From an optimization exercise on the open Yosys and OpenROAD flow, aimed at small area, a short achievable clock period and few clock cycles per item; shortcuts taken in it are not production practice. At most, simulation tests tie the RTL to the original design; equivalence was not proved. No functional check of the RTL was part of runs 3 to 6. Power is estimated from default activity; no workload was simulated.

**flow/design.v**
```verilog
module wg_rc_counter #(
  parameter int ROWS = 8,
  parameter int COLS = 10
) (
  input  logic                    clk,
  input  logic                    rst_n,
  input  logic                    i_clr,
  input  logic                    i_en,
  output logic [$clog2(ROWS)-1:0] o_row,
  output logic [$clog2(COLS)-1:0] o_col,
  output logic                    o_last
);
  localparam int RW = $clog2(ROWS);
  localparam int CW = $clog2(COLS);
  localparam logic [RW-1:0] ROW_MAX = RW'(ROWS - 1);
  localparam logic [CW-1:0] COL_MAX = CW'(COLS - 1);
  logic [RW-1:0] r_row;
  logic [CW-1:0] r_col;
  always_ff @(posedge clk or negedge rst_n) begin
    if (!rst_n) begin
      r_row <= '0;
      r_col <= '0;
    end else if (i_clr) begin
      r_row <= '0;
      r_col <= '0;
    end else if (i_en) begin
      if (r_col != COL_MAX) begin
        r_col <= r_col + 1'b1;
      end else begin
        r_col <= '0;
        r_row <= (r_row == ROW_MAX) ? '0 : r_row + 1'b1;
      end
    end
  end
  assign o_row  = r_row;
  assign o_col  = r_col;
  assign o_last = (r_row == ROW_MAX) && (r_col == COL_MAX);
endmodule
module winograd_tile_serializer #(
  parameter int ROWS   = 8,
  parameter int COLS   = 10,
  parameter int DATA_W = 16
) (
  input  logic                         clk,
  input  logic                         rst_n,
  input  logic                         tile_valid,
  output logic                         tile_ready,
  input  logic [ROWS*COLS*DATA_W-1:0]  tile_data,
  output logic                         out_valid,
  input  logic                         out_ready,
  output logic [DATA_W-1:0]            out_data,
  output logic [$clog2(ROWS)-1:0]      out_row,
  output logic [$clog2(COLS)-1:0]      out_col,
  output logic                         out_last,
  output logic                         busy
);
  localparam logic IDLE   = 1'b0;
  localparam logic STREAM = 1'b1;
  logic r_state;
  logic w_state_next;
  logic [ROWS-1:0][COLS-1:0][DATA_W-1:0] r_hold;
  logic [$clog2(ROWS)-1:0] w_row;
  logic [$clog2(COLS)-1:0] w_col;
  logic                    w_cnt_last;
  logic                    w_tile_hs;
  logic                    w_elem_hs;
  assign w_tile_hs = tile_valid && tile_ready;
  assign w_elem_hs = out_valid && out_ready;
  wg_rc_counter #(
    .ROWS (ROWS),
    .COLS (COLS)
  ) u_rc_counter (
    .clk    (clk),
    .rst_n  (rst_n),
    .i_clr  (w_tile_hs),
    .i_en   (w_elem_hs),
    .o_row  (w_row),
    .o_col  (w_col),
    .o_last (w_cnt_last)
  );
  always_ff @(posedge clk or negedge rst_n) begin
    if (!rst_n) begin
      r_state <= IDLE;
    end else begin
      r_state <= w_state_next;
    end
  end
  always_ff @(posedge clk) begin
    if (w_tile_hs) begin
      r_hold <= tile_data;
    end
  end
  always_comb begin
    w_state_next = r_state;
    tile_ready   = 1'b0;
    out_valid    = 1'b0;
    out_data     = '0;
    out_row      = '0;
    out_col      = '0;
    out_last     = 1'b0;
    busy         = 1'b0;
    case (r_state)
      IDLE: begin
        tile_ready = 1'b1;
        if (tile_valid) begin
          w_state_next = STREAM;
        end
      end
      STREAM: begin
        out_valid = 1'b1;
        busy      = 1'b1;
        out_data  = r_hold[w_row][w_col];
        out_row   = w_row;
        out_col   = w_col;
        out_last  = w_cnt_last;
        tile_ready = w_cnt_last && out_ready;
        if (w_cnt_last && out_ready && !tile_valid) begin
          w_state_next = IDLE;
        end
      end
      default: begin
        w_state_next = IDLE;
      end
    endcase
  end
endmodule
```
**flow/run.sh**
```bash
#!/bin/bash
# synth_recipe.tcl (not shown) runs the flow's synth.tcl, then flattens the netlist and writes it again
# the make line also repeats each setting of config.mk as NAME=value (left out here)
make -C /OpenROAD-flow-scripts/flow DESIGN_CONFIG=/design/flow/config.mk WORK_HOME=/design/flow/orfs CLKGATE_MAP_FILE= SYNTH_SCRIPT=/design/flow/synth_recipe.tcl finish
```
**flow/config.mk**
```make
export PLATFORM = sky130hd
export DESIGN_NAME = winograd_tile_serializer
export DESIGN_NICKNAME = winograd_tile_serializer
export VERILOG_FILES = /design/flow/design.v
export SDC_FILE = /design/flow/constraint.sdc
export NUM_CORES = 4
export LEC_CHECK = 0
export CAP_MARGIN = 20
export CORE_AREA = 10 10 450 450
export DIE_AREA = 0 0 460 460
export SETUP_SLACK_MARGIN = 0.3
export SLEW_MARGIN = 20
```
**flow/constraint.sdc**
```tcl
create_clock -name core_clock -period 7.0 [get_ports {clk}]
set_input_delay 1.4000 -clock core_clock [delete_from_list [all_inputs] [get_ports {clk}]]
set_output_delay 1.4000 -clock core_clock [all_outputs]
set_load 0.01 [all_outputs]
```
==> summary.md, run 1 <==
| Metric | Value |
|---|---|
| Register area share after synthesis | around 78% |
| Hold buffers post-CTS | 0 |
| Max Clock Freq | between 0.1 and 0.15 GHz |
| Avg WL per Cell | approximately 35 µm |
| Layout cell share with drive strength beyond 1 | 17.49% |
| RSZ-0062 raised after global routing | yes |
| Layout area overhead | 43.73% |
| Most frequent cells in the layout | clkdlybuf4s50_1 (1308), edfxtp_1 (1280), mux4_2 (320), nand2_1 (197), clkbuf_16 (145) |
| Mapped Area | slightly below 50000 µm² |
| Final setup fails | 0 |
| Port Buffers | between 1000 and 1500 |
| Startpoint Class | flip-flop |
| Critical path data arrival time | roughly 5.3 ns |
| R2r startpoint | u_rc_counter.r_col[0]$_DFFE_PN0P_ |
| CTS clk-pin slew, worst paths | about 0.060 ns |
| # rows | around 160 |
| YS warnings | 2 |
| Worst R2R End | r_hold[782]$_DFFE_PN_ |
| TritonRoute pass-1 iters | 5 |
| Final Core Density | between 30% and 40% |
| Core Region | 192600 µm² |
| Sw Ratio | around two fifths |
| Syn Nets | ~3500 |
| Vias in the first global route | around 31000 |
| Leakage power | around 23 nW |
| Commonest non-fill, non-tap cell in the layout | clkdlybuf4s50_1 |
| WHS Endpoint | u_rc_counter.r_row[2]$_DFFE_PN0P_ |
| Setup TNS | 0 ns |
| Global-route wire length before repair | 286000 µm |
| Die X | roughly 460 µm |
| Register share of total power | between 20% and 30% |
| Internal | approximately 18 mW |
| Cts bufs inserted | 145 |
| Initial Util | 25.73% |
| Overall Global Routing Usage | 20.03% |
| CP Class | flip-flop to output pin |
| Overflow after GRT | 0 |
| Combinational power share | around 44% |
| Worst Hold Path Cells | 2 |
| I/O Pins | ~1300 |
| Routed WL | 220600 µm |
| Max-slew headroom | around a third |
| Largest net degree at the start of global routing | 168 |
| Initial DRC Count | between 3000 and 4000 |
| Run status | no timing/DRC/antenna violations |
| Vias post-DR | around 30000 |
| Worst hold path class | flip-flop to flip-flop |
| Synthesized area per cell | about 22 µm² |
| Min-delay src | u_rc_counter.r_row[2]$_DFFE_PN0P_ |
| Via-to-Cell Ratio | 4.761 |
| WHS | a little over 0.6 ns |
| Root Buffer | clkbuf_16 |
| #FFs+latches synth | 1288 |
| Deepest clock path buffer count | 3 |
| Fin. max-slew vios | 0 |
| Gp weighted congestion | between 0.8 and 0.9 |
| Clock network power share | a little over a quarter |
| Die height | between 400 and 500 µm |
| P per Cell Area | a little over 400 nW/µm² |
| Max H-tree Level | 4 |
| Final Cycle Share | 95.43% |
| Clock latency on the worst-skew pair | around 0.8 ns |
| Switch Pwr | about 11 mW |
| Residual DRC | 0 |
| Endpoints failing hold | 0 |
| Worst Path Max Fanout | 95 |
| Synth Instances | about 2300 |
| Worst path required time | ~5.6 ns |
| Final net count | ~5000 |
| Worst setup EP type | output pin |
| Initial antenna violation count | roughly 140 |
| Routed Antenna Nets | 0 |
| Die area | roughly 210000 µm² |
| Worst slew pin tran | ~1 ns |
| DP HPWL | approximately 180000 µm |
| Max Cap Viol | 0 |
| Worst ir drop on vdd | 0.4709 mV |
| Skew final | around 0.036 ns |
| Crit path time final | 6.680 ns |
| # clock sinks | ~1300 |
| Cell depth of the worst flop-to-flop path | 11 |
| Unique masters post-synth | 42 |
| CTS tree | done |
| Reg2Reg Setup Slack | between 2 and 2.5 ns |
## synthesized netlist by cell type (all sizes together)
| master | instances | share of area, % |
|---|---|---|
| buf | 88 | 1.3 |
| nor3 | 3 | 0.030 |
| nand2b | 3 | 0.038 |
| inv | 6 | 0.045 |
| or3b | 1 | 0.018 |
| nand4 | 80 | 1.0 |
| and2 | 9 | 0.11 |
| xor2 | 2 | 0.035 |
| and3b | 1 | 0.018 |
| mux2i | 17 | 0.34 |
| edfxtp | 1280 | 78 |
| xnor2 | 5 | 0.088 |
| mux2 | 1 | 0.023 |
| and3 | 2 | 0.025 |
| ha | 10 | 0.25 |
| fa | 1 | 0.040 |
| nand3 | 3 | 0.030 |
| nor2b | 2 | 0.025 |
| o21ai | 20 | 0.21 |
| o32ai | 16 | 0.28 |
| nor2 | 21 | 0.16 |
| o41ai | 1 | 0.018 |
| a22o | 1 | 0.018 |
| o31ai | 1 | 0.015 |
| a21o | 3 | 0.045 |
| mux4 | 320 | 15 |
| a21oi | 20 | 0.20 |
| a31oi | 2 | 0.025 |
| a41oi | 15 | 0.27 |
| a211oi | 1 | 0.015 |
| dfrtp | 8 | 0.40 |
| clkbuf | 43 | 0.33 |
| nand3b | 2 | 0.030 |
| a22oi | 62 | 0.94 |
| nand2 | 200 | 1.5 |
## flip-flops by register name (all words and copies together), names as in the netlist
register,flops
r_hold,1280
u_rc_counter.r_col,4
u_rc_counter.r_row,3
r_state,1
## per-layer routing
metal | share of wire (%) | vias up | global-route usage (%) | wire length (µm)
li1 | - | 12440 | - | -
met1 | 36 | 15830 | 22.87 | 80030
met2 | 51 | 1592 | 34.54 | 111700
met3 | 9.9 | 382 | 7.759 | 21910
met4 | 2.9 | 78 | 6.167 | 6397
met5 | 0.22 | - | 0 | 486
## area by class of cell
type / count / area [µm²]
Tap cell: 2526 / 3161
Clock buffer: 169 / 3719
Multi-Input combinational cell: 825 / 10350
Antenna cell: 52 / 130.1
Inverter: 6 / 28.78
Sequential cell: 1288 / 38640
Clock inverter: 95 / 1013
Fill cell: 17720 / 121400
Timing Repair Buffer: 1407 / 14160
## timing repair
action                                  CTS  global route
gates cloned                              0             0
gates resized for setup                  18            11
endpoints found under the setup margin   10             7
buffers inserted                          2             0
pin swaps                                 1             1
## per-stage QoR
| step | total power [mW] | std cells | cell area, µm² | setup slack, ns |
|---|---|---|---|---|
| floorplan | 14.97 | 2250 | 49580 | -14.37 |
| global placement | 21.75 | 6048 | 66180 | 0.4580 |
| detailed placement | 21.79 | 6050 | 66190 | 0.6063 |
| CTS | 29.62 | 6316 | 71020 | 0.1636 |
| global route | 30.35 | 6335 | 71130 | 0.2675 |
| finish | 29.10 | 6368 | 71210 | 0.3201 |
## power by group through the flow
stage          clock (mW)  combinational [mW]  sequential (mW)
5_1_grt              8.10                13.7             8.56
4_1_cts              7.79                13.3             8.56
3_3_place_gp            0                13.0             8.72
3_5_place_dp            0                13.1             8.72
6_report             7.61                12.9             8.56
2_1_floorplan           0                6.28             8.69
## worst max-delay path, stage by stage, from the launching register on
cell	delay, ns
dfrtp_1	0.48
ha_4	0.18
inv_1	0.05
fa_4	0.53
xor2_4	0.42
buf_16	0.30
nand2_1	0.36
nand4_1	0.29
a41oi_1	0.16
buf_4	0.22
o32ai_1	0.47
clkdlybuf4s50_1	0.65
## how the worst max path moves through the flow
stage,slack (ns),to,from,depth (start not counted)
floorplan,-14.37,r_hold[0]$_DFFE_PN_,out_ready,4
global placement,0.46,out_data[4],u_rc_counter.r_row[0]$_DFFE_PN0P_,10
detailed placement,0.61,out_data[5],u_rc_counter.r_col[1]$_DFFE_PN0P_,12
CTS,0.16,out_data[3],u_rc_counter.r_col[1]$_DFFE_PN0P_,12
global route,0.27,out_data[9],u_rc_counter.r_col[1]$_DFFE_PN0P_,12
finish,0.32,out_data[11],u_rc_counter.r_col[1]$_DFFE_PN0P_,11
## cell families (layout without fill, tap and decap cells)
family	after synthesis	in the layout	synth area share (%)
AOI/OAI and AO/OA	142	142	2.035
xor gates and xnor gates	7	7	0.1237
adders and majority gates	11	11	0.2929
buffers and inverters	137	1677	1.634
DFF	1288	1288	77.98
muxes	338	338	14.91
other	0	52	0
and+or+nand+nor	327	327	3.018
Testbench counts, summed over its fixed seeds: cycles 15,368, items 15,360.
==> run 2: changes to the inputs <==
--- a/flow/design.v
+++ b/flow/design.v
@@ -56,31 +56,55 @@
 );
-  localparam logic IDLE   = 1'b0;
-  localparam logic STREAM = 1'b1;
-  logic r_state;
-  logic w_state_next;
+  localparam int RW = $clog2(ROWS);
+  localparam int CW = $clog2(COLS);
+  localparam logic [RW-1:0] ROW_MAX = RW'(ROWS - 1);
+  localparam logic [CW-1:0] COL_MAX = CW'(COLS - 1);
   logic [ROWS-1:0][COLS-1:0][DATA_W-1:0] r_hold;
-  logic [$clog2(ROWS)-1:0] w_row;
-  logic [$clog2(COLS)-1:0] w_col;
-  logic                    w_cnt_last;
-  logic                    w_tile_hs;
-  logic                    w_elem_hs;
-  assign w_tile_hs = tile_valid && tile_ready;
-  assign w_elem_hs = out_valid && out_ready;
-  wg_rc_counter #(
-    .ROWS (ROWS),
-    .COLS (COLS)
-  ) u_rc_counter (
-    .clk    (clk),
-    .rst_n  (rst_n),
-    .i_clr  (w_tile_hs),
-    .i_en   (w_elem_hs),
-    .o_row  (w_row),
-    .o_col  (w_col),
-    .o_last (w_cnt_last)
-  );
+  logic          r_free;
+  logic [RW-1:0] r_prow;
+  logic [CW-1:0] r_pcol;
+  logic              r_valid;
+  logic [DATA_W-1:0] r_data;
+  logic [RW-1:0]     r_row;
+  logic [CW-1:0]     r_col;
+  logic              r_last;
+  logic w_accept;
+  logic w_adv;
+  logic w_ptr_last;
+  logic [DATA_W-1:0] w_rd;
+  always_comb begin
+    w_rd = '0;
+    for (int r = 0; r < ROWS; r++) begin
+      for (int c = 0; c < COLS; c++) begin
+        if (r_prow == RW'(r) && r_pcol == CW'(c)) begin
+          w_rd = w_rd | r_hold[r][c];
+        end
+      end
+    end
+  end
+  assign w_accept   = tile_valid && r_free;
+  assign w_adv      = !r_valid || out_ready;
+  assign w_ptr_last = (r_prow == ROW_MAX) && (r_pcol == COL_MAX);
+  always_ff @(posedge clk) begin
+    if (r_free) begin
+      r_hold <= tile_data;
+    end
+  end
   always_ff @(posedge clk or negedge rst_n) begin
     if (!rst_n) begin
-      r_state <= IDLE;
+      r_free  <= 1'b1;
+      r_valid <= 1'b0;
     end else begin
-      r_state <= w_state_next;
+      if (w_adv) begin
+        if (!r_free) begin
+          r_valid <= 1'b1;
+          if (w_ptr_last) r_free <= 1'b1;
+        end else if (tile_valid) begin
+          r_valid <= 1'b1;
+          r_free  <= 1'b0;
+        end else begin
+          r_valid <= 1'b0;
+        end
+      end else if (w_accept) begin
+        r_free <= 1'b0;
+      end
     end
@@ -88,39 +112,34 @@
   always_ff @(posedge clk) begin
-    if (w_tile_hs) begin
-      r_hold <= tile_data;
+    if (w_adv) begin
+      if (!r_free) begin
+        r_data <= w_rd;
+        r_row  <= r_prow;
+        r_col  <= r_pcol;
+        r_last <= w_ptr_last;
+        if (r_pcol != COL_MAX) begin
+          r_pcol <= r_pcol + 1'b1;
+        end else begin
+          r_pcol <= '0;
+          r_prow <= r_prow + 1'b1;
+        end
+      end else begin
+        r_data <= tile_data[DATA_W-1:0];
+        r_row  <= '0;
+        r_col  <= '0;
+        r_last <= 1'b0;
+        r_prow <= '0;
+        r_pcol <= CW'(1);
+      end
+    end else if (w_accept) begin
+      r_prow <= '0;
+      r_pcol <= '0;
     end
   end
-  always_comb begin
-    w_state_next = r_state;
-    tile_ready   = 1'b0;
-    out_valid    = 1'b0;
-    out_data     = '0;
-    out_row      = '0;
-    out_col      = '0;
-    out_last     = 1'b0;
-    busy         = 1'b0;
-    case (r_state)
-      IDLE: begin
-        tile_ready = 1'b1;
-        if (tile_valid) begin
-          w_state_next = STREAM;
-        end
-      end
-      STREAM: begin
-        out_valid = 1'b1;
-        busy      = 1'b1;
-        out_data  = r_hold[w_row][w_col];
-        out_row   = w_row;
-        out_col   = w_col;
-        out_last  = w_cnt_last;
-        tile_ready = w_cnt_last && out_ready;
-        if (w_cnt_last && out_ready && !tile_valid) begin
-          w_state_next = IDLE;
-        end
-      end
-      default: begin
-        w_state_next = IDLE;
-      end
-    endcase
-  end
+  assign tile_ready = r_free;
+  assign out_valid  = r_valid;
+  assign busy       = r_valid;
+  assign out_data   = r_data;
+  assign out_row    = r_row;
+  assign out_col    = r_col;
+  assign out_last   = r_last;
 endmodule
==> summary.md, run 2 <==
| Metric | Value |
|---|---|
| Run status | no timing/DRC/antenna violations |
| Largest net degree at the start of global routing | 159 |
| Top flop regs | r_hold x1280, r_data x16 |
| Register area share after synthesis | roughly 81% |
| Max H-tree Level | 4 |
| Clock latency on the worst-skew pair | about 0.86 ns |
| TritonRoute pass-1 iters | 11 |
| CTS clk-pin slew, worst paths | 0.07 ns |
| Synthesized area per cell | approximately 18 µm² |
| CP max stage delay | approximately 0.92 ns |
| Avg WL per Cell | roughly 55 µm |
| P per Cell Area | about 260 nW/µm² |
| Post-CTS setup buffer count | 0 |
| Overflow after GRT | 0 |
| Routed WL | between 300000 and 400000 µm |
| Residual DRC | 0 |
| Final setup fails | 0 |
| Deepest clock path buffer count | 3 |
| Unique masters post-synth | 73 |
| Wl on met1 | roughly 130000 µm |
| Final Cycle Share | 65.38% |
| Vias in the first global route | 37800 |
| Global-route wire length before repair | ~460000 µm |
| Commonest non-fill, non-tap cell in the layout | edfxtp_1 |
| Layout area overhead | 47.11% |
| Most area-consuming cells after synthesis | edfxtp_1 (81%), a22oi_1 (5.2%), a22o_1 (1.6%) |
| Most frequent cells in the layout | edfxtp_1 (1311), clkdlybuf4s50_1 (1310), a22oi_1 (341), clkbuf_16 (160), buf_4 (109) |
| Core Region | about 190000 µm² |
| Setup TNS | 0 ns |
| Post-CTS sizing | 0 |
| Post-synth top area cell | edfxtp_1 |
| Worst path required time | roughly 7.6 ns |
| Initial antenna violation count | 382 |
| Final net count | between 5000 and 6000 |
| Worst slew pin tran | roughly 1.3 ns |
| Overall Global Routing Usage | 34.06% |
| Most common cell in the netlist | edfxtp_1 |
| Placed instance count | between 6000 and 7000 |
| Die height | 460 µm |
| Initial Util | between 20% and 30% |
| Worst Path Max Fanout | 30 |
| RSZ-0062 raised after global routing | no |
| #FFs+latches synth | between 1000 and 1500 |
| DR WL met2 | approximately 160000 µm |
| Gp weighted congestion | about 1.0 |
| Area share of the largest cell type after synthesis | between 80% and 90% |
| Bufs and invs on worst path | 1 |
| Die X | about 460 µm |
| Endpoints failing hold | 0 |
| Met3 WL | between 50000 and 60000 µm |
| CTS tree | done |
| Fin. max-slew vios | 0 |
| Critical path data arrival time | approximately 5.2 ns |
| Synth top cells by count | edfxtp_1 (1311), a22oi_1 (341), clkbuf_1 (106), a22o_1 (88), nand4_1 (80) |
| Post-synth EDFFs | about 1300 |
| # rows | 161 |
| Via-to-Cell Ratio | just under 6 |
| # clock sinks | 1313 |
| Synth Instances | approximately 2700 |
| Port Buffers | roughly 1300 |
| Leakage power | 23.17 nW |
| Syn Nets | a little under 4000 |
| DP HPWL | approximately 300000 µm |
| Worst ir drop on vdd | ~0.23 mV |
| Hold buffers post-CTS | 0 |
| CP cell instances | inv_1, ha_4, nand3b_1, nor2_4, a2111oi_1, nand3_1, nor4_1, a32oi_1 |
| Die area | 211600 µm² |
| Crit path time final | between 4 and 5 ns |
| Synth Flop Type | edfxtp_1 |
| Max Cap Viol | 0 |
| Worst setup EP type | flip-flop |
| Slowest cell on crit path | a2111oi_1 |
| Top layer in use | met5 |
| Flip-flop count of the largest register after layout | 1280 |
| Startpoint Class | flip-flop |
| I/O Pins | between 1000 and 1500 |
| Routed Antenna Nets | 0 |
| Skew final | around 0.051 ns |
| Vias post-DR | 40090 |
| CP Class | flip-flop to flip-flop |
| CP top delay family | simple AND/OR/NAND/NOR gates |
| YS warnings | 1 |
| Cts bufs inserted | 158 |
| Root Buffer | clkbuf_16 |
| Worst hold path class | flip-flop to flip-flop |
| Mapped Area | about 50000 µm² |
| Async S/R FF share, synth | 0.1523% |
| Pre-CTS worst setup slack | roughly 2.4 ns |
| Max Clock Freq | 0.2185 GHz |
| Initial DRC Count | 7274 |
| Layout cell share with drive strength beyond 1 | between 10% and 20% |
| Finished Layout Cells | ~6900 |
| Largest Register | r_hold |
| Max-slew headroom | 16.24% |
| Setup WS post-layout | roughly 2.4 ns |
## run 2: cell types whose count changed in the layout (fill, tap and decap cells not counted), moves of 29 or more
cell	previous run	this run
mux4_2	320	1
a22oi_1	60	341
nand2_1	197	67
diode_2	52	171
a22o_1	1	88
a221oi_1	0	53
and3_1	2	55
a32oi_1	0	41
buf_4	71	109
nor2_4	4	39
edfxtp_1	1280	1311
nand3_1	2	31
## run 2: path summary, 6_finish.rpt
| path | start | endpoint | slack (ns) | cells past startpoint |
|---|---|---|---|---|
| hold reg to reg | r_prow[0]$_SDFFCE_PP0P_ | r_prow[0]$_SDFFCE_PP0P_ | 0.66 | 1 |
| hold / removal | r_prow[0]$_SDFFCE_PP0P_ | r_prow[0]$_SDFFCE_PP0P_ | 0.66 | 1 |
| min in group asynchronous | rst_n | r_valid$_DFFE_PN0N_ | 0.75 | 1 |
| setup reg to reg | r_pcol[0]$_SDFFCE_PP0P_ | r_data[0]$_DFFE_PN_ | 2.42 | 8 |
| setup / recovery | r_pcol[0]$_SDFFCE_PP0P_ | r_data[0]$_DFFE_PN_ | 2.42 | 8 |
| max in group asynchronous | rst_n | r_free$_DFFE_PN1P_ | 6.00 | 1 |
## run 2: area by class of cell
type / count / area (µm²)
antenna: 171 / 427.9
clock buffer: 186 / 4101
clock inverter: 104 / 1227
fill: 18200 / 120800
inverter: 14 / 52.55
multi-input combinational: 1181 / 9211
sequential: 1313 / 39420
tap: 2526 / 3161
timing repair buffer: 1430 / 14130
## run 2: metal layers
metal  vias to the layer above  track usage, %
met5                         -               0
met4                       234           21.09
met3                      1267           16.79
met2                      3854           51.13
met1                     20390           38.72
li1                      14350               -
## run 2: worst register-to-register path: stages (launching register included)
cell       delay [ns]
edfxtp_1         0.49
inv_1            0.19
ha_4             0.35
nand3b_1         0.74
nor2_4           0.39
a2111oi_1        0.93
nand3_1          0.47
nor4_1           0.57
a32oi_1          0.17
## run 2: logic make-up (layout without fill, tap and decap cells)
| logic type | after synthesis | after routing | synth area share (%) |
|---|---|---|---|
| flip-flops | 1313 | 1313 | 80.84 |
| AO/OA/AOI/OAI | 651 | 651 | 10.64 |
| AND/OR/NAND/NOR | 467 | 467 | 5.601 |
| buffers and inverters | 167 | 1734 | 1.511 |
| multiplexers | 52 | 52 | 1.137 |
| adder cells (fa/ha/maj) | 10 | 10 | 0.2566 |
| XOR/XNOR | 1 | 1 | 0.01796 |
| other | 0 | 171 | 0 |
## run 2: metrics by stage
stage          util [%]  power, mW  hold slack, ns  area, µm²
2_1_floorplan         -      9.174          0.5904      48810
3_3_place_gp      34.22      10.31          0.6310      65910
3_5_place_dp      34.23      10.32          0.6304      65920
4_1_cts           37.00      18.84          0.6385      71250
5_1_grt           37.14      19.22          0.6651      71530
6_report          37.25      18.79          0.6573      71740
## run 2: report_power, final
| part | switching (mW) | internal [mW] | leakage, nW | total, mW |
|---|---|---|---|---|
| Sequential | 0.0670 | 8.72 | 11.8 | 8.78 |
| Clock | 3.71 | 4.88 | 2.58 | 8.59 |
| Combinational | 0.621 | 0.796 | 8.75 | 1.42 |
Testbench counts of run 2, summed over its fixed seeds: cycles 15,368, items 15,360.
==> run 3: changes to the inputs <==
--- a/flow/design.v
+++ b/flow/design.v
@@ -58,8 +58,6 @@
   localparam int CW = $clog2(COLS);
-  localparam logic [RW-1:0] ROW_MAX = RW'(ROWS - 1);
-  localparam logic [CW-1:0] COL_MAX = CW'(COLS - 1);
   logic [ROWS-1:0][COLS-1:0][DATA_W-1:0] r_hold;
-  logic          r_free;
-  logic [RW-1:0] r_prow;
-  logic [CW-1:0] r_pcol;
+  logic            r_free;
+  logic [ROWS-1:0] r_rsel;
+  logic [COLS-1:0] r_csel;
   logic              r_valid;
@@ -69,19 +67,28 @@
   logic              r_last;
-  logic w_accept;
-  logic w_adv;
-  logic w_ptr_last;
+  logic              w_accept;
+  logic              w_adv;
+  logic              w_ptr_last;
+  logic [RW-1:0]     w_row_bin;
+  logic [CW-1:0]     w_col_bin;
   logic [DATA_W-1:0] w_rd;
-  always_comb begin
-    w_rd = '0;
-    for (int r = 0; r < ROWS; r++) begin
-      for (int c = 0; c < COLS; c++) begin
-        if (r_prow == RW'(r) && r_pcol == CW'(c)) begin
-          w_rd = w_rd | r_hold[r][c];
-        end
-      end
-    end
-  end
+  logic [DATA_W-1:0][ROWS-1:0] w_rowv;
   assign w_accept   = tile_valid && r_free;
   assign w_adv      = !r_valid || out_ready;
-  assign w_ptr_last = (r_prow == ROW_MAX) && (r_pcol == COL_MAX);
+  assign w_ptr_last = r_rsel[ROWS-1] && r_csel[COLS-1];
+  always_comb begin
+    w_row_bin = '0;
+    w_col_bin = '0;
+    for (int r = 0; r < ROWS; r++) if (r_rsel[r]) w_row_bin = w_row_bin | RW'(r);
+    for (int c = 0; c < COLS; c++) if (r_csel[c]) w_col_bin = w_col_bin | CW'(c);
+  end
+  for (genvar b = 0; b < DATA_W; b++) begin : g_bit
+    for (genvar r = 0; r < ROWS; r++) begin : g_row
+      logic [COLS-1:0] w_d;
+      for (genvar c = 0; c < COLS; c++) begin : g_col
+        assign w_d[c] = r_hold[r][c][b];
+      end
+      wg_and_or #(.N(COLS)) u_cmux (.i_sel(r_csel), .i_d(w_d), .o_y(w_rowv[b][r]));
+    end
+    wg_and_or #(.N(ROWS)) u_rmux (.i_sel(r_rsel), .i_d(w_rowv[b]), .o_y(w_rd[b]));
+  end
   always_ff @(posedge clk) begin
@@ -115,10 +122,10 @@
         r_data <= w_rd;
-        r_row  <= r_prow;
-        r_col  <= r_pcol;
+        r_row  <= w_row_bin;
+        r_col  <= w_col_bin;
         r_last <= w_ptr_last;
-        if (r_pcol != COL_MAX) begin
-          r_pcol <= r_pcol + 1'b1;
+        if (r_csel[COLS-1]) begin
+          r_csel <= COLS'(1);
+          r_rsel <= {r_rsel[ROWS-2:0], r_rsel[ROWS-1]};
         end else begin
-          r_pcol <= '0;
-          r_prow <= r_prow + 1'b1;
+          r_csel <= {r_csel[COLS-2:0], 1'b0};
         end
@@ -129,8 +136,8 @@
         r_last <= 1'b0;
-        r_prow <= '0;
-        r_pcol <= CW'(1);
+        r_rsel <= ROWS'(1);
+        r_csel <= COLS'(2);
       end
     end else if (w_accept) begin
-      r_prow <= '0;
-      r_pcol <= '0;
+      r_rsel <= ROWS'(1);
+      r_csel <= COLS'(1);
     end
@@ -145 +152,10 @@
 endmodule
+module wg_and_or #(
+  parameter int N = 8
+) (
+  input  logic [N-1:0] i_sel,
+  input  logic [N-1:0] i_d,
+  output logic         o_y
+);
+  assign o_y = |(i_sel & i_d);
+endmodule
==> flow/flow/run.sh (new file) <==
#!/bin/bash
# The standard layout, with plain buf_1 cells as the port buffers.
set -euo pipefail
bash standard.sh BUFFER_PORTS_ARGS="-buffer_cell sky130_fd_sc_hd__buf_1" finish > standard_flow.log 2>&1
==> flow/standard.sh (new file) <==
#!/bin/bash
# synth_recipe.tcl (not shown) runs the flow's synth.tcl, then flattens the netlist and writes it again
# the make line also repeats each setting of config.mk as NAME=value (left out here)
make -C /OpenROAD-flow-scripts/flow DESIGN_CONFIG=/design/flow/config.mk WORK_HOME=/design/flow/orfs CLKGATE_MAP_FILE= SYNTH_SCRIPT=/design/flow/synth_recipe.tcl "${@:-finish}"
--- a/flow/config.mk
+++ b/flow/config.mk
@@ -8,5 +8,8 @@
 export CAP_MARGIN = 20
-export CORE_AREA = 10 10 450 450
-export DIE_AREA = 0 0 460 460
-export SETUP_SLACK_MARGIN = 0.3
+export CORE_AREA = 5 5 305 305
+export DIE_AREA = 0 0 310 310
+export SETUP_SLACK_MARGIN = 3.0
 export SLEW_MARGIN = 20
+export SYNTH_HIERARCHICAL = 1
+export SYNTH_MINIMUM_KEEP_SIZE = 0
+export TNS_END_PERCENT = 20
removed: flow/run.sh
==> summary.md, run 3 <==
| Metric | Value |
|---|---|
| Unique masters post-synth | 24 |
| YS warnings | 7 |
| Syn Nets | 3523 |
| #FFs+latches synth | roughly 1300 |
| Async S/R FF share, synth | less than 1% |
| Most common cell in the netlist | edfxtp_1 |
| Run status | stopped before the end |
| Run Error | [ERROR PPL-0024] Number of IO pins (1311) exceeds maximum number of available positions (1118). Increase the die perimeter from 1240.00um to 1782.96um. |
| Register area share after synthesis | around 84% |
| # rows | 110 |
| Synth top cells by count | edfxtp_1 (1322), a22oi_1 (448), nand4_1 (144), a221oi_2 (128), a22o_1 (128) |
| Synth Flop Type | edfxtp_1 |
| Synthesized area per cell | 21.23 µm² |
| Most area-consuming cells after synthesis | edfxtp_1 (84%), a22oi_1 (7.1%), a221oi_2 (4.0%) |
| Die height | slightly above 300 µm |
| Area share of the largest cell type after synthesis | a little over four fifths |
| Post-synth EDFFs | ~1300 |
| Die X | 310 µm |
| Synth Instances | approximately 2200 |
| Mapped Area | between 40000 and 50000 µm² |
| Post-synth top area cell | edfxtp_1 |
| Fail Step | 3_2_place_iop |
| Initial Util | a little over half |
==> run 3: cell families after synthesis <==
family	after synthesis	share of synthesized area [%]
flip-flops	1324	83.62
buffers and inverters	6	0.08686
AND/OR/NAND/NOR	183	2.364
multiplexers	16	0.3790
AO/OA/AOI/OAI	710	13.55
==> run 4: changes to the inputs <==
--- a/flow/config.mk
+++ b/flow/config.mk
@@ -8,4 +8,4 @@
 export CAP_MARGIN = 20
-export CORE_AREA = 5 5 305 305
-export DIE_AREA = 0 0 310 310
+export CORE_AREA = 10 10 450 450
+export DIE_AREA = 0 0 460 460
 export SETUP_SLACK_MARGIN = 3.0
==> summary.md, run 4 <==
| Metric | Value |
|---|---|
| Run status | no timing/DRC/antenna violations |
| Register area | 39750 µm² |
| Worst path required time | between 7 and 8 ns |
| Initial Util | 24.68% |
| Deepest clock path buffer count | 3 |
| Commonest non-fill, non-tap cell in the layout | edfxtp_1 |
| Synth top cells by count | edfxtp_1 (1322), a22oi_1 (448), nand4_1 (144), a221oi_2 (128), a22o_1 (128) |
| Die area | around 210000 µm² |
| Final Cycle Share | 48.75% |
| CTS tree | done |
| Layout cell share with drive strength beyond 1 | 11.16% |
| Worst setup EP type | flip-flop |
| CTS clk-pin slew, worst paths | 0.06 ns |
| P per Cell Area | 311.5 nW/µm² |
| Endpoints failing hold | 0 |
| Unique masters post-synth | 24 |
| Cts bufs inserted | around 150 |
| Most area-consuming cells after synthesis | edfxtp_1 (84%), a22oi_1 (7.1%), a221oi_2 (4.0%) |
| Final net count | about 5000 |
| Area share of the largest cell type after synthesis | roughly 84% |
| Worst hold path class | primary input to async pin |
| Synth Flop Type | edfxtp_1 |
| Flip-flop count of the largest register after layout | 1280 |
| Synth Instances | ~2200 |
| Die height | 460 µm |
| Largest net degree at the start of global routing | about 190 |
| Residual DRC | 0 |
| Worst slew pin tran | 1.207 ns |
| Reg2Reg Setup Slack | 3.59 ns |
| Vias post-DR | 31780 |
| Initial antenna violation count | 92 |
| Overall Global Routing Usage | between 10% and 20% |
| YS warnings | 7 |
| Post-CTS setup buffer count | 0 |
| Die X | ~460 µm |
| Skew final | 0.05469 ns |
| Gp weighted congestion | around 0.88 |
| Via-to-Cell Ratio | 4.927 |
| Worst ir drop on vdd | between 0.2 and 0.25 mV |
| Mapped Area | 47530 µm² |
| Worst Path Max Fanout | 29 |
| CP max stage delay | ~0.76 ns |
| Core Region | about 190000 µm² |
| Async S/R FF share, synth | less than 1% |
| Layout area overhead | 28.53% |
| Max Cap Viol | 0 |
| Most frequent cells in the layout | edfxtp_1 (1322), buf_1 (1310), a22oi_1 (448), clkbuf_16 (147), nand4_1 (144) |
| Startpoint Class | flip-flop |
| CP cell instances | buf_4, buf_4, a22o_1, a221oi_2, nand4_1, a22oi_1, nand4_1, mux2_2 |
| Total power | ~19 mW |
| Initial DRC Count | ~3900 |
| Most common cell in the netlist | edfxtp_1 |
| Port Buffers | approximately 1300 |
| TritonRoute pass-1 iters | 6 |
| Max H-tree Level | 4 |
| Post-synth EDFFs | 1322 |
| Fin. max-slew vios | 0 |
| CP Class | flip-flop to flip-flop |
| DP HPWL | 157300 µm |
| I/O Pins | approximately 1300 |
| Register area share after synthesis | roughly 84% |
| Crit path time final | 3.412 ns |
| Leakage power | 18.64 nW |
| Routed WL | between 200000 and 250000 µm |
| Clock latency on the worst-skew pair | 0.80 ns |
| Final setup fails | 0 |
| Largest Register | r_hold |
| Global-route wire length before repair | 280600 µm |
| Avg WL per Cell | between 30 and 40 µm |
| Post-synth top area cell | edfxtp_1 |
| RSZ-0062 raised after global routing | no |
| Setup WS post-layout | ~3.6 ns |
| Hold buffers post-CTS | 0 |
| Pre-CTS worst setup slack | between 3 and 4 ns |
| Filler Cell Count | 18870 |
| Root Buffer | clkbuf_16 |
| Max Clock Freq | between 0.2 and 0.3 GHz |
| # clock sinks | around 1300 |
| #FFs+latches synth | roughly 1300 |
| Synthesized area per cell | approximately 21 µm² |
| Post-CTS sizing | 0 |
| Multi-input logic area | around 8000 µm² |
| Overflow after GRT | 0 |
| Routed Antenna Nets | 0 |
| Vias in the first global route | ~33000 |
| Slowest cell on crit path | a22oi_1 |
| Top flop regs | r_hold x1280, r_data x16, r_csel x10 |
| Critical path data arrival time | between 3 and 4 ns |
| # rows | 161 |
| Syn Nets | 3523 |
| Max-slew headroom | 19.51% |
==> run 4: cell families (layout without fill, tap and decap cells) <==
| group | Yosys count | after routing | synth area share (%) |
|---|---|---|---|
| AO/OA/AOI/OAI | 710 | 710 | 13.55 |
| flip-flops | 1324 | 1324 | 83.62 |
| other | 0 | 42 | 0 |
| buffers and inverters | 6 | 1648 | 0.08686 |
| AND/OR/NAND/NOR | 183 | 183 | 2.364 |
| multiplexers | 16 | 16 | 0.3790 |
==> run 4: per-layer routing <==
| metal | wire, µm | track usage, % | vias up |
|---|---|---|---|
| met4 | 7250 | 6.733 | 24 |
| met3 | 19980 | 5.226 | 391 |
| li1 | - | - | 13210 |
| met5 | 132 | 0 | - |
| met1 | 75520 | 21.85 | 16070 |
| met2 | 111900 | 34.53 | 2080 |
==> run 4: through the flow <==
step	cell area [µm²]	hold slack (ns)	std cells	utilization (%)	TNS (ns)
3_5_place_dp	56290	0.8080	6139	29.23	0
4_1_cts	60980	0.2911	6407	31.67	0
3_3_place_gp	56290	0.8165	6139	29.23	0
5_1_grt	61040	0.3233	6428	31.70	0
6_report	61100	0.3801	6449	31.73	0
2_1_floorplan	47570	0.7571	2239	-	-2228.58
==> run 4: layout make-up <==
class                   instances  area share (%)
multi-input cells             909           12.73
clock buffers                 181           6.230
well taps                    2526           5.173
inverters                       2         0.01434
flip-flops and latches       1324           65.07
repair buffers               1378           9.162
clock inverters                87           1.454
diodes                         42          0.1720
==> run 4: power breakdown <==
group / internal [mW] / switching [mW]
sequential: 9.35 / 0.204
combinational: 0.560 / 1.29
clock: 4.21 / 3.41
==> run 4: worst max-delay path, delay by kind of cell (launching register included) <==
family	cells	cell delay, ns
flops	1	0.56
mux	1	0.31
simple gates	2	0.30
buf+inv	2	0.67
compound gates	3	1.23
==> run 4: worst paths after layout <==
| path | startpoint | end | cells past startpoint |
|---|---|---|---|
| min reg2reg | r_rsel[1]$_SDFFCE_PP0P_ | r_data[0]$_DFFE_PN_ | 3 |
| min | rst_n | r_valid$_DFFE_PN0N_ | 1 |
| min in group core_clock | tile_data[860] | r_hold[860]$_DFFE_PP_ | 1 |
| max in group asynchronous | rst_n | r_free$_DFFE_PN1P_ | 1 |
| max | r_csel[9]$_SDFFCE_PP0P_ | r_data[0]$_DFFE_PN_ | 8 |
| max reg2reg | r_csel[9]$_SDFFCE_PP0P_ | r_data[0]$_DFFE_PN_ | 8 |
==> run 5: changes to the inputs <==
--- a/flow/design.v
+++ b/flow/design.v
@@ -159,3 +159,26 @@
 );
-  assign o_y = |(i_sel & i_d);
+  localparam int N3 = N / 3;
+  localparam int N1 = N - 3 * N3;
+  logic [N3+N1-1:0] w_n;
+  for (genvar g = 0; g < N3; g++) begin : g_aoi3
+    wg_aoi3 u_aoi (.i_s(i_sel[3*g +: 3]), .i_d(i_d[3*g +: 3]), .o_n(w_n[g]));
+  end
+  for (genvar g = 0; g < N1; g++) begin : g_nand
+    wg_nand2 u_nand (.i_s(i_sel[3*N3+g]), .i_d(i_d[3*N3+g]), .o_n(w_n[N3+g]));
+  end
+  assign o_y = ~&w_n;
 endmodule
+module wg_aoi3 (
+  input  logic [2:0] i_s,
+  input  logic [2:0] i_d,
+  output logic       o_n
+);
+  assign o_n = ~|(i_s & i_d);
+endmodule
+module wg_nand2 (
+  input  logic i_s,
+  input  logic i_d,
+  output logic o_n
+);
+  assign o_n = ~(i_s & i_d);
+endmodule
==> summary.md, run 5 <==
| Metric | Value |
|---|---|
| Run status | no timing/DRC/antenna violations |
| Flip-flop count of the largest register after layout | ~1300 |
| Synth Flop Type | edfxtp_1 |
| Placed instance count | around 6000 |
| Most common cell in the netlist | edfxtp_1 |
| I/O Pins | ~1300 |
| #FFs+latches synth | around 1300 |
| Port Buffers | approximately 1300 |
| Mapped Area | 45890 µm² |
| P per Cell Area | 317.3 nW/µm² |
| Worst path required time | between 7 and 8 ns |
| Total power | roughly 19 mW |
| Adder-cell area share of the yosys netlist | 0% |
| CTS clk-pin slew, worst paths | 0.06 ns |
| Most frequent cells in the layout | edfxtp_1 (1322), buf_1 (1310), a222oi_1 (416), nand2_1 (161), clkbuf_16 (147) |
| Post-synthesis compound-gate area fraction | 9.147% |
| Post-synth EDFFs | 1322 |
| Gp weighted congestion | between 0.8 and 0.9 |
| Register area share after synthesis | between 80 and 90% |
| TritonRoute pass-1 iters | 8 |
| Largest Register | r_hold |
| Synth Area in Simple Gates | about 3.8% |
| Vias in the first global route | between 30000 and 40000 |
| Largest net degree at the start of global routing | between 150 and 200 |
| Crit path time final | ~3.8 ns |
| Finished Layout Cells | roughly 6300 |
| Critical path data arrival time | about 4.3 ns |
| Register area | roughly 40000 µm² |
| Worst ir drop on vdd | 0.2372 mV |
| Die X | ~460 µm |
| Synth top cells by count | edfxtp_1 (1322), a222oi_1 (416), nand2_1 (163), nand4_1 (144), mux2_2 (16) |
| Final setup fails | 0 |
| Initial DRC Count | around 6400 |
| Global-route wire length before repair | roughly 280000 µm |
| Cts bufs inserted | approximately 150 |
| CP Class | flip-flop to flip-flop |
| Leakage power | between 15 and 20 nW |
| Endpoints failing hold | 0 |
| Routed WL | ~210000 µm |
| Worst Path Max Fanout | 33 |
| Initial antenna violation count | 103 |
| Deepest clock path buffer count | 3 |
| Final Core Density | 30.92% |
| Startpoint Class | flip-flop |
| Post-CTS sizing | 0 |
| Final Cycle Share | a little over half |
| Initial Util | 23.83% |
| Skew final | just over 0.04 ns |
| Max-slew headroom | ~22% |
| Overall Global Routing Usage | 18.87% |
| R2r startpoint | r_csel[1]$_SDFFCE_PP0P_ |
| Synth Area in XOR/XNOR | 0% |
| # clock sinks | 1324 |
| Root Buffer | clkbuf_16 |
| Avg WL per Cell | about 33 µm |
| Pre-CTS worst setup slack | ~3.1 ns |
| Die area | 211600 µm² |
| Worst Setup SP | r_csel[1]$_SDFFCE_PP0P_ |
| Max Cap Viol | 0 |
| Syn Nets | approximately 3400 |
| Hold buffers post-CTS | 0 |
| Worst setup EP type | flip-flop |
| Synthesized area per cell | 21.74 µm² |
| Die height | 460 µm |
| Unique masters post-synth | 22 |
| Post-CTS setup buffer count | 0 |
| # rows | approximately 160 |
| Core Region | a little under 200000 µm² |
| Routed Antenna Nets | 0 |
| RSZ-0062 raised after global routing | no |
| Synth Instances | ~2100 |
| Residual DRC | 0 |
| Setup WS post-layout | ~3.2 ns |
| Clock latency on the worst-skew pair | 0.78 ns |
| Multiplexer area fraction after synthesis | 0.3926% |
| Fin. max-slew vios | 0 |
| Max Clock Freq | around 0.26 GHz |
| Multi-input logic area | around 6000 µm² |
| Worst slew pin tran | ~1.2 ns |
| Worst hold path class | primary input to async pin |
| Main combinational cell family by area after synthesis | compound AO/OA/AOI/OAI gates |
| Vias post-DR | 31820 |
| Commonest non-fill, non-tap cell in the layout | edfxtp_1 |
| YS warnings | 7 |
| Reg2Reg Setup Slack | roughly 3.2 ns |
| Post-synth top area cell | edfxtp_1 |
| Layout area overhead | 29.76% |
| Layout cell share with drive strength beyond 1 | a little over 8% |
| Setup TNS | 0 ns |
| Area share of the largest cell type after synthesis | between 80% and 90% |
| Overflow after GRT | 0 |
| Max H-tree Level | 4 |
| Most area-consuming cells after synthesis | edfxtp_1 (87%), a222oi_1 (9.1%), nand4_1 (2.0%) |
| DP HPWL | roughly 160000 µm |
| Async S/R FF share, synth | 0.1511% |
| Top flop regs | r_hold x1280, r_data x16, r_csel x10 |
| CTS tree | done |
| Via-to-Cell Ratio | around 5 |
| Filler Cell Count | about 19000 |
| Final net count | 4912 |
-- run 5: changes by cell type after synthesis, sizes merged --
cell    delta
a221oi   -128
a22oi    -448
nand2    +160
a222oi   +416
a22o     -128
-- run 5: report_power, final --
part           switching [mW]  internal, mW  leakage [nW]
combinational            1.18         0.477          3.41
clock                    3.34          4.33          2.30
sequential              0.211          9.35          12.2
total                    4.73          14.2          17.9
-- run 5: per-layer routing --
layer	GRT usage [%]	vias to the layer above	wire [µm]	part of all wire (%)
met3	6.423	376	24830	12
met1	21.60	16080	72910	34
met4	6.757	32	6412	3.0
met2	32.64	2394	107200	51
li1	-	12940	-	-
met5	0	-	189	0.089
-- run 5: worst max-delay path, stage by stage, from the launching register on --
cell      delay (ns)
edfxtp_1        0.56
buf_4           0.33
buf_4           0.36
a222oi_1        0.85
nand4_1         0.49
a222oi_1        0.46
nand4_1         0.14
mux2_2          0.28
-- run 5: cell families (layout without fill, tap and decap cells) --
| kind of cell | count (synthesis) | after routing |
|---|---|---|
| AO/OA/AOI/OAI | 422 | 422 |
| buffers and inverters | 6 | 1643 |
| flip-flops | 1324 | 1324 |
| multiplexers | 16 | 16 |
| other | 0 | 65 |
| AND/OR/NAND/NOR | 343 | 343 |
-- run 5: Yosys stat by module (local to each module, per instance), excerpt --
module / times used / cells / flip-flops and latches / cell area (µm²)
wg_aoi3: 416 / 1 / 0 / 10.01
winograd_tile_serializer: 1 / 1391 / 1324 / 40230
wg_nand2: 160 / 1 / 0 / 3.754
-- run 5: metrics by stage --
| step | hold slack (ns) | area (µm²) |
|---|---|---|
| floorplan | 0.7549 | 45930 |
| global placement | 0.8036 | 54580 |
| detailed placement | 0.8085 | 54600 |
| CTS | 0.3428 | 59390 |
| global route | 0.3458 | 59460 |
| finish | 0.4370 | 59550 |
-- run 5: path summary, 6_finish.rpt --
path	end	cells after the start
max in group asynchronous	r_free$_DFFE_PN1P_	1
hold / removal	r_valid$_DFFE_PN0N_	1
setup / recovery	r_data[0]$_DFFE_PN_	7
hold reg to reg	r_data[10]$_DFFE_PN_	5
min in group core_clock	r_hold[1160]$_DFFE_PP_	1
setup reg to reg	r_data[0]$_DFFE_PN_	7
-- run 5: area by class of cell --
type,count,area share [%]
Sequential cell,1324,66.75
Multi-Input combinational cell,781,10.31
Timing Repair Buffer,1373,9.295
Clock buffer,174,6.347
Tap cell,2526,5.307
Clock inverter,94,1.693
Antenna cell,65,0.2731
Inverter,2,0.01471
==> run 6: changes to the inputs <==
--- a/flow/config.mk
+++ b/flow/config.mk
@@ -10,3 +10,3 @@
 export DIE_AREA = 0 0 460 460
-export SETUP_SLACK_MARGIN = 3.0
+export SETUP_SLACK_MARGIN = 4.4
 export SLEW_MARGIN = 20
==> summary.md, run 6 <==
| Metric | Value |
|---|---|
| Gp weighted congestion | between 0.8 and 0.9 |
| Synth top cells by count | edfxtp_1 (1322), a222oi_1 (416), nand2_1 (163), nand4_1 (144), mux2_2 (16) |
| Max Clock Freq | about 0.32 GHz |
| Deepest clock path buffer count | 3 |
| Crit path time final | 3.174 ns |
| Setup TNS | 0 ns |
| Post-synth top area cell | edfxtp_1 |
| Endpoints failing hold | 0 |
| Max-slew headroom | 29.15% |
| Worst path required time | 7.52 ns |
| Port Buffers | around 1300 |
| Die X | approximately 460 µm |
| Commonest non-fill, non-tap cell in the layout | edfxtp_1 |
| Fin. max-slew vios | 0 |
| Leakage power | approximately 19 nW |
| Async S/R FF share, synth | 0.1511% |
| CTS tree | done |
| Avg WL per Cell | 37.58 µm |
| Post-DP Area | between 50000 and 60000 µm² |
| Synth Instances | ~2100 |
| Syn Nets | around 3400 |
| Filler Cell Count | roughly 19000 |
| #FFs+latches synth | between 1000 and 1500 |
| Layout area overhead | 36.21% |
| Residual DRC | 0 |
| Die area | about 210000 µm² |
| Startpoint Class | flip-flop |
| Most frequent cells in the layout | edfxtp_1 (1322), buf_1 (1294), a222oi_1 (416), nand2_1 (161), clkbuf_16 (148) |
| Critical path data arrival time | around 3.7 ns |
| Routed Antenna Nets | 0 |
| TritonRoute pass-1 iters | 10 |
| CP Class | flip-flop to flip-flop |
| Final Instance Area | around 63000 µm² |
| Cts bufs inserted | ~150 |
| Vias in the first global route | approximately 34000 |
| Post-synth EDFFs | 1322 |
| Top flop regs | r_hold x1280, r_data x16, r_csel x10 |
| Synth Flop Type | edfxtp_1 |
| RSZ-0062 raised after global routing | yes |
| Max H-tree Level | 4 |
| CTS clk-pin slew, worst paths | 0.06 ns |
| Worst hold path class | primary input to async pin |
| Overall Global Routing Usage | 21.70% |
| Area share of the largest cell type after synthesis | between 80% and 90% |
| # clock sinks | roughly 1300 |
| Largest net degree at the start of global routing | 142 |
| Pre-CTS worst setup slack | 3.149 ns |
| Finished Layout Cells | 6467 |
| Flip-flop count of the largest register after layout | ~1300 |
| Via-to-Cell Ratio | 5.183 |
| Most area-consuming cells after synthesis | edfxtp_1 (87%), a222oi_1 (9.1%), nand4_1 (2.0%) |
| Placed instance count | roughly 6000 |
| Final net count | 5051 |
| Die height | between 400 and 500 µm |
| Setup WS post-layout | 3.826 ns |
| Vias post-DR | ~34000 |
| Skew final | between 0.04 and 0.05 ns |
| Worst slew pin tran | roughly 1.1 ns |
| # rows | 161 |
| Worst Path Max Fanout | 20 |
| Mapped Area | ~46000 µm² |
| Initial Util | roughly a quarter |
| Run status | no timing/DRC/antenna violations |
| Max Cap Viol | 0 |
| DP HPWL | around 160000 µm |
| Initial antenna violation count | roughly 110 |
| Worst setup EP type | flip-flop |
| Worst ir drop on vdd | between 0.2 and 0.25 mV |
| Register area share after synthesis | just under 90% |
| Largest Register | r_hold |
| Routed WL | ~240000 µm |
| Final Core Density | 32.46% |
| Clock latency on the worst-skew pair | approximately 0.79 ns |
| Root Buffer | clkbuf_16 |
| Final setup fails | 0 |
| Most common cell in the netlist | edfxtp_1 |
| Final Cycle Share | a little under half |
| Overflow after GRT | 0 |
| P per Cell Area | around 310 nW/µm² |
| Unique masters post-synth | 22 |
| Layout cell share with drive strength beyond 1 | about an eighth |
| Core Region | about 190000 µm² |
| Initial DRC Count | 7093 |
| YS warnings | 7 |
| Synthesized area per cell | 21.74 µm² |
| Hold buffers post-CTS | 0 |
| Global-route wire length before repair | 308000 µm |
| I/O Pins | approximately 1300 |
-- run 6: cell counts after synthesis --
No cell type changed its count.
-- run 6: layer usage --
metal  vias up  routed length, µm  track usage, %
li1      13240                  -               -
met1     16970              83630           24.92
met2      2769             119600           36.79
met3       498              30100           7.911
met4        38               9491           8.321
met5         -                244               0
-- run 6: critical path: stages (launching register included) --
cell,delay (ns)
edfxtp_1,0.48
buf_16,0.23
a222oi_1,0.88
nand4_1,0.47
a222oi_1,0.39
nand4_1,0.15
mux2_4,0.29
-- run 6: kinds of logic (layout without fill, tap and decap cells) --
family,Yosys count,in the layout,synth area share (%)
simple gates,343,343,3.757
compound gates,422,422,9.147
mux,16,16,0.3926
flops,1324,1324,86.61
other cells,0,54,0
buf+inv,6,1782,0.08997
-- run 6: layout make-up --
| type | count | area (µm²) | share of cell area [%] |
|---|---|---|---|
| timing repair buffer | 1512 | 8487 | 13.58 |
| tap | 2526 | 3161 | 5.056 |
| sequential | 1324 | 39750 | 63.60 |
| clock inverter | 94 | 1008 | 1.613 |
| clock buffer | 174 | 3780 | 6.047 |
| multi-input combinational | 781 | 6176 | 9.880 |
| antenna | 54 | 135.1 | 0.2162 |
| inverter | 2 | 8.758 | 0.01401 |
-- run 6: metrics by stage --
| step | power (mW) | hold slack, ns |
|---|---|---|
| 2_1_floorplan | 10.49 | 0.7549 |
| 3_3_place_gp | 11.39 | 0.8036 |
| 3_5_place_dp | 11.41 | 0.8085 |
| 4_1_cts | 19.62 | 0.3428 |
| 5_1_grt | 20.08 | 0.3532 |
| 6_report | 19.49 | 0.4361 |
-- run 6: per-module statistics from Yosys (local to each module, per instance), a selection --
module / flops+latches / cells / times used
winograd_tile_serializer: 1324 / 1391 / 1
wg_nand2: 0 / 1 / 160
wg_aoi3: 0 / 1 / 416
-- run 6: worst paths after layout --
| path | start | depth (start not counted) | slack, ns | end |
|---|---|---|---|---|
| max | r_csel[4]$_SDFFCE_PP0P_ | 6 | 3.83 | r_data[8]$_DFFE_PN_ |
| min | rst_n | 1 | 0.44 | r_valid$_DFFE_PN0N_ |
| max reg2reg | r_csel[4]$_SDFFCE_PP0P_ | 6 | 3.83 | r_data[8]$_DFFE_PN_ |
| min reg2reg | r_hold[1264]$_DFFE_PP_ | 5 | 0.82 | r_data[0]$_DFFE_PN_ |
| max in group asynchronous | rst_n | 1 | 6.32 | r_free$_DFFE_PN1P_ |
| min in group core_clock | tile_data[1160] | 1 | 0.77 | r_hold[1160]$_DFFE_PP_ |
-- run 6: report_power, final --
group / switching (mW) / internal [mW]
clock network: 3.37 / 4.33
registers: 0.200 / 9.34
logic: 1.46 / 0.786
total: 5.03 / 14.5
-- run 6: timing repair --
item,in CTS,in global routing
resized for setup,175,60
setup endpoints to repair,694,165
cloned,43,1
pin swaps,106,53
hold endpoints to repair,0,0
setup buffers,75,19
==> run 7: changes to the inputs <==
--- a/flow/design.v
+++ b/flow/design.v
@@ -60,2 +60,3 @@
   logic            r_free;
+  logic            r_rdy;
   logic [ROWS-1:0] r_rsel;
@@ -101,2 +102,3 @@
       r_free  <= 1'b1;
+      r_rdy   <= 1'b1;
       r_valid <= 1'b0;
@@ -106,3 +108,6 @@
           r_valid <= 1'b1;
-          if (w_ptr_last) r_free <= 1'b1;
+          if (w_ptr_last) begin
+            r_free <= 1'b1;
+            r_rdy  <= 1'b1;
+          end
         end else if (tile_valid) begin
@@ -110,2 +115,3 @@
           r_free  <= 1'b0;
+          r_rdy   <= 1'b0;
         end else begin
@@ -115,2 +121,3 @@
         r_free <= 1'b0;
+        r_rdy  <= 1'b0;
       end
@@ -144,3 +151,3 @@
   end
-  assign tile_ready = r_free;
+  assign tile_ready = r_rdy;
   assign out_valid  = r_valid;
==> flow/flow/run.sh (replaced) <==
#!/bin/bash
# The standard layout, with plain buf_1 cells as the port buffers and pins
# allowed on neighbouring routing tracks, so that a compact die fits them.
set -euo pipefail
bash standard.sh BUFFER_PORTS_ARGS="-buffer_cell sky130_fd_sc_hd__buf_1" \
  PLACE_PINS_ARGS="-min_distance 1 -min_distance_in_tracks" finish > standard_flow.log 2>&1
--- a/flow/config.mk
+++ b/flow/config.mk
@@ -8,4 +8,7 @@
 export CAP_MARGIN = 20
-export CORE_AREA = 10 10 450 450
-export DIE_AREA = 0 0 460 460
+export CORE_AREA = 6 6 294 294
+export CTS_BUF_LIST = sky130_fd_sc_hd__clkbuf_8 sky130_fd_sc_hd__clkbuf_16
+export CTS_CLUSTER_DIAMETER = 100
+export CTS_CLUSTER_SIZE = 25
+export DIE_AREA = 0 0 300 300
 export SETUP_SLACK_MARGIN = 4.4
==> summary.md, run 7 <==
| Metric | Value |
|---|---|
| Run status | no timing/DRC/antenna violations |
| DP HPWL | between 100000 and 150000 µm |
| I/O Pins | between 1000 and 1500 |
| Initial DRC Count | around 6200 |
| Routed Antenna Nets | 0 |
| Global-route wire length before repair | ~250000 µm |
| Commonest non-fill, non-tap cell in the layout | edfxtp_1 |
| Max H-tree Level | 2 |
| Vias in the first global route | ~32000 |
| CTS clk-pin slew, worst paths | approximately 0.10 ns |
| Largest Register | r_hold |
| Switch Pwr | 3.651 mW |
| Max Cap Viol | 0 |
| Residual DRC | 0 |
| Largest net degree at the start of global routing | ~210 |
| Mapped Area | between 40000 and 50000 µm² |
| Via-to-Cell Ratio | roughly 6.8 |
| Max Clock Freq | ~0.33 GHz |
| Post-synth EDFFs | 1322 |
| Port Buffers | 1310 |
| Vias post-DR | around 33000 |
| Flip-flop count of the largest register after layout | around 1300 |
| Layout area overhead | 23.48% |
| Setup WS post-layout | around 3.9 ns |
| Worst setup EP type | flip-flop |
| Fin. max-slew vios | 0 |
| Sw Ratio | around 24% |
| Top flop regs | r_hold x1280, r_data x16, r_csel x10 |
| Register share of total power | between 60 and 70% |
| P per Cell Area | approximately 270 nW/µm² |
| YS warnings | 7 |
| Synth top cells by count | edfxtp_1 (1322), a222oi_1 (416), nand2_1 (165), nand4_1 (144), mux2_2 (16) |
| Pre-CTS worst setup slack | 3.280 ns |
| Area share of the largest cell type after synthesis | between 80% and 90% |
| Final net count | 4899 |
| Final Cycle Share | a little over two fifths |
| Worst Path Max Fanout | 54 |
| Final Core Density | 69.04% |
| #FFs+latches synth | approximately 1300 |
| CP Class | flip-flop to flip-flop |
| Layout cell share with drive strength beyond 1 | 6.122% |
| Overall Global Routing Usage | around two fifths |
| Core Region | just over 80000 µm² |
| Worst slew pin tran | ~1.1 ns |
| Overflow after GRT | 0 |
| Register area share after synthesis | 86.64% |
| Worst path required time | about 7.4 ns |
| Root Buffer | clkbuf_16 |
| Final setup fails | 0 |
| Syn Nets | 3397 |
| Most common cell in the netlist | edfxtp_1 |
| Final Instance Area | between 50000 and 60000 µm² |
| CTS tree | done |
| Deepest clock path buffer count | 3 |
| Synth Flop Type | edfxtp_1 |
| Most frequent cells in the layout | edfxtp_1 (1322), buf_1 (1309), a222oi_1 (416), nand2_1 (163), nand4_1 (144) |
| Unique masters post-synth | 22 |
| CP cell instances | buf_4, buf_8, nand2_1, nand4_1, a222oi_1, nand4_1, mux2_4 |
| Initial antenna violation count | about 230 |
| # clock sinks | around 1300 |
| Worst ir drop on vdd | approximately 0.22 mV |
| Slowest cell on crit path | a222oi_1 |
| Internal | between 10 and 15 mW |
| Most area-consuming cells after synthesis | edfxtp_1 (86%), a222oi_1 (9.1%), nand4_1 (2.0%) |
| Worst hold path class | flip-flop to flip-flop |
| TritonRoute pass-1 iters | 7 |
| Startpoint Class | flip-flop |
| WHS | between 0.4 and 0.5 ns |
| Combinational power share | approximately 12% |
| Avg WL per Cell | 38.11 µm |
| Die X | roughly 300 µm |
| Routed WL | 187700 µm |
| Most numerous cell on the critical path | nand4_1 |
| Post-DP Area | about 53000 µm² |
| # rows | 105 |
| Initial Util | a little under three fifths |
| Clock latency on the worst-skew pair | 0.69 ns |
| Async S/R FF share, synth | 0.2264% |
| Total power | ~15 mW |
| Die area | 90000 µm² |
| Skew final | roughly 0.022 ns |
| Die height | ~300 µm |
| Max-slew headroom | a little under a quarter |
| Critical path data arrival time | approximately 3.5 ns |
| Synthesized area per cell | between 20 and 25 µm² |
| CP max stage delay | between 0.9 and 1 ns |
| Cts bufs inserted | 58 |
| RSZ-0062 raised after global routing | yes |
| Post-synth top area cell | edfxtp_1 |
| Leakage power | 17.31 nW |
| Endpoints failing hold | 0 |
| Synth Instances | 2113 |
| Hold buffers post-CTS | 0 |
| Crit path time final | a little over 3 ns |
| Clock network power share | about a quarter |
| Gp weighted congestion | 0.9682 |
## run 7: layout make-up
cell class / instances / area [µm²]
clock buffers: 59 / 1476
fillers: 5681 / 25420
diodes: 229 / 573.1
multi-input cells: 781 / 6156
clock inverters: 12 / 50.05
inverters: 3 / 11.26
well taps: 1070 / 1339
flip-flops and latches: 1325 / 39780
repair buffers: 1446 / 7301
## run 7: cells by family after synthesis
family                 count (synthesis)  share of synthesized area [%]
muxes                                 16                         0.3925
AOI/OAI and AO/OA                    421                          9.125
buffers and inverters                  7                        0.08447
DFF                                 1325                          86.64
and+or+nand+nor                      344                          3.756
## run 7: worst max-delay path, delay by kind of cell (launching register included)
family	cells	cell delay, ns
AOI/OAI and AO/OA	1	0.96
buffers and inverters	2	0.62
DFF	1	0.39
muxes	1	0.32
and+or+nand+nor	3	0.50
## run 7: worst paths after layout
kind / startpoint / end / slack [ns] / cells after the start
min: r_rdy$_DFFE_PN1P_ / r_rdy$_DFFE_PN1P_ / 0.47 / 2
max in group asynchronous: rst_n / r_rdy$_DFFE_PN1P_ / 6.26 / 1
min reg2reg: r_rdy$_DFFE_PN1P_ / r_rdy$_DFFE_PN1P_ / 0.47 / 2
min in group asynchronous: rst_n / r_valid$_DFFE_PN0P_ / 0.51 / 1
max reg2reg: r_csel[9]$_SDFFCE_PP0P_ / r_data[0]$_DFFE_PP_ / 3.93 / 7
max: r_csel[9]$_SDFFCE_PP0P_ / r_data[0]$_DFFE_PP_ / 3.93 / 7
## run 7: metal layers
layer | wire length (µm) | GRT usage [%] | part of all wire, % | vias to the layer above
met1 | 58450 | 47.08 | 31 | 16350
met5 | 523 | 6.866 | 0.28 | -
met2 | 81910 | 56.81 | 44 | 3173
met4 | 16480 | 28.35 | 8.8 | 74
li1 | - | - | - | 13020
met3 | 30330 | 17.42 | 16 | 700
## run 7: what timing repair did
action / CTS / global route
endpoints found under the hold margin: 0 / 0
gates resized for setup: 118 / 9
pin swaps: 93 / 17
gates cloned: 29 / 4
buffers inserted: 49 / 3
endpoints found under the setup margin: 290 / 43
## run 7: stage by stage
step                cells   TNS, ns
global route         4856         0
CTS                  4688         0
floorplan            2113  -2200.28
detailed placement   4539         0
finish               4925         0
global placement     4539         0
## run 7: power groups by stage
stage	clock [mW]	combinational [mW]	sequential (mW)
after floorplan	0	0.386	10.1
after global placement	0	1.41	9.67
after detailed placement	0	1.45	9.68
after CTS	3.85	1.76	9.49
after global routing	4.14	1.89	9.53
final	3.83	1.83	9.49
## run 7: modules after synthesis (local to each module, per instance), excerpt
module,flip-flops and latches,cell area [µm²],times used
winograd_tile_serializer,1325,40240,1
wg_aoi3,0,10.01,416
wg_nand2,0,3.754,160
Testbench counts of run 7, summed over its fixed seeds: cycles 15,368, items 15,360.

==> what the ideal ports hide <==
No port has a modelled driver above. Below, the same layouts with a new extraction and two added sets of constraints. Step 1 (the two cells are an assumption about what drives the block):
set clk [get_ports {clk}]
set_driving_cell -lib_cell sky130_fd_sc_hd__clkbuf_16 $clk
set_driving_cell -lib_cell sky130_fd_sc_hd__buf_2 [delete_from_list [all_inputs] $clk]
Step 2 adds t to the input delays and takes it off the output delays; t is the mean of the earliest and latest rising clock arrival at the registers after step 1. Input paths then give back, and output paths get back, about the clock's delay inside the block. Slacks: no drivers / after step 1 / after step 2; pairs: no drivers / after step 1.
run	t (ns)	setup slack, ns	worst register clock-pin slew, ns	cell pins on the clock port's net
run 1	0.879	0.320 / 0.223 / 1.102	0.07 / 0.07	1
run 2	0.925	2.424 / 2.424 / 2.424	0.07 / 0.07	1
run 4	0.857	3.588 / 3.551 / 3.588	0.07 / 0.07	1
run 5	0.858	3.183 / 3.183 / 3.183	0.07 / 0.07	1
run 6	0.869	3.826 / 3.826 / 3.523	0.07 / 0.07	1
run 7	0.750	3.928 / 3.928 / 3.877	0.10 / 0.10	1
After both steps every run listed still meets setup and hold. The setup slack of run 6, which loses most, moves by 0.000 ns with the drivers and by -0.303 ns with both steps.
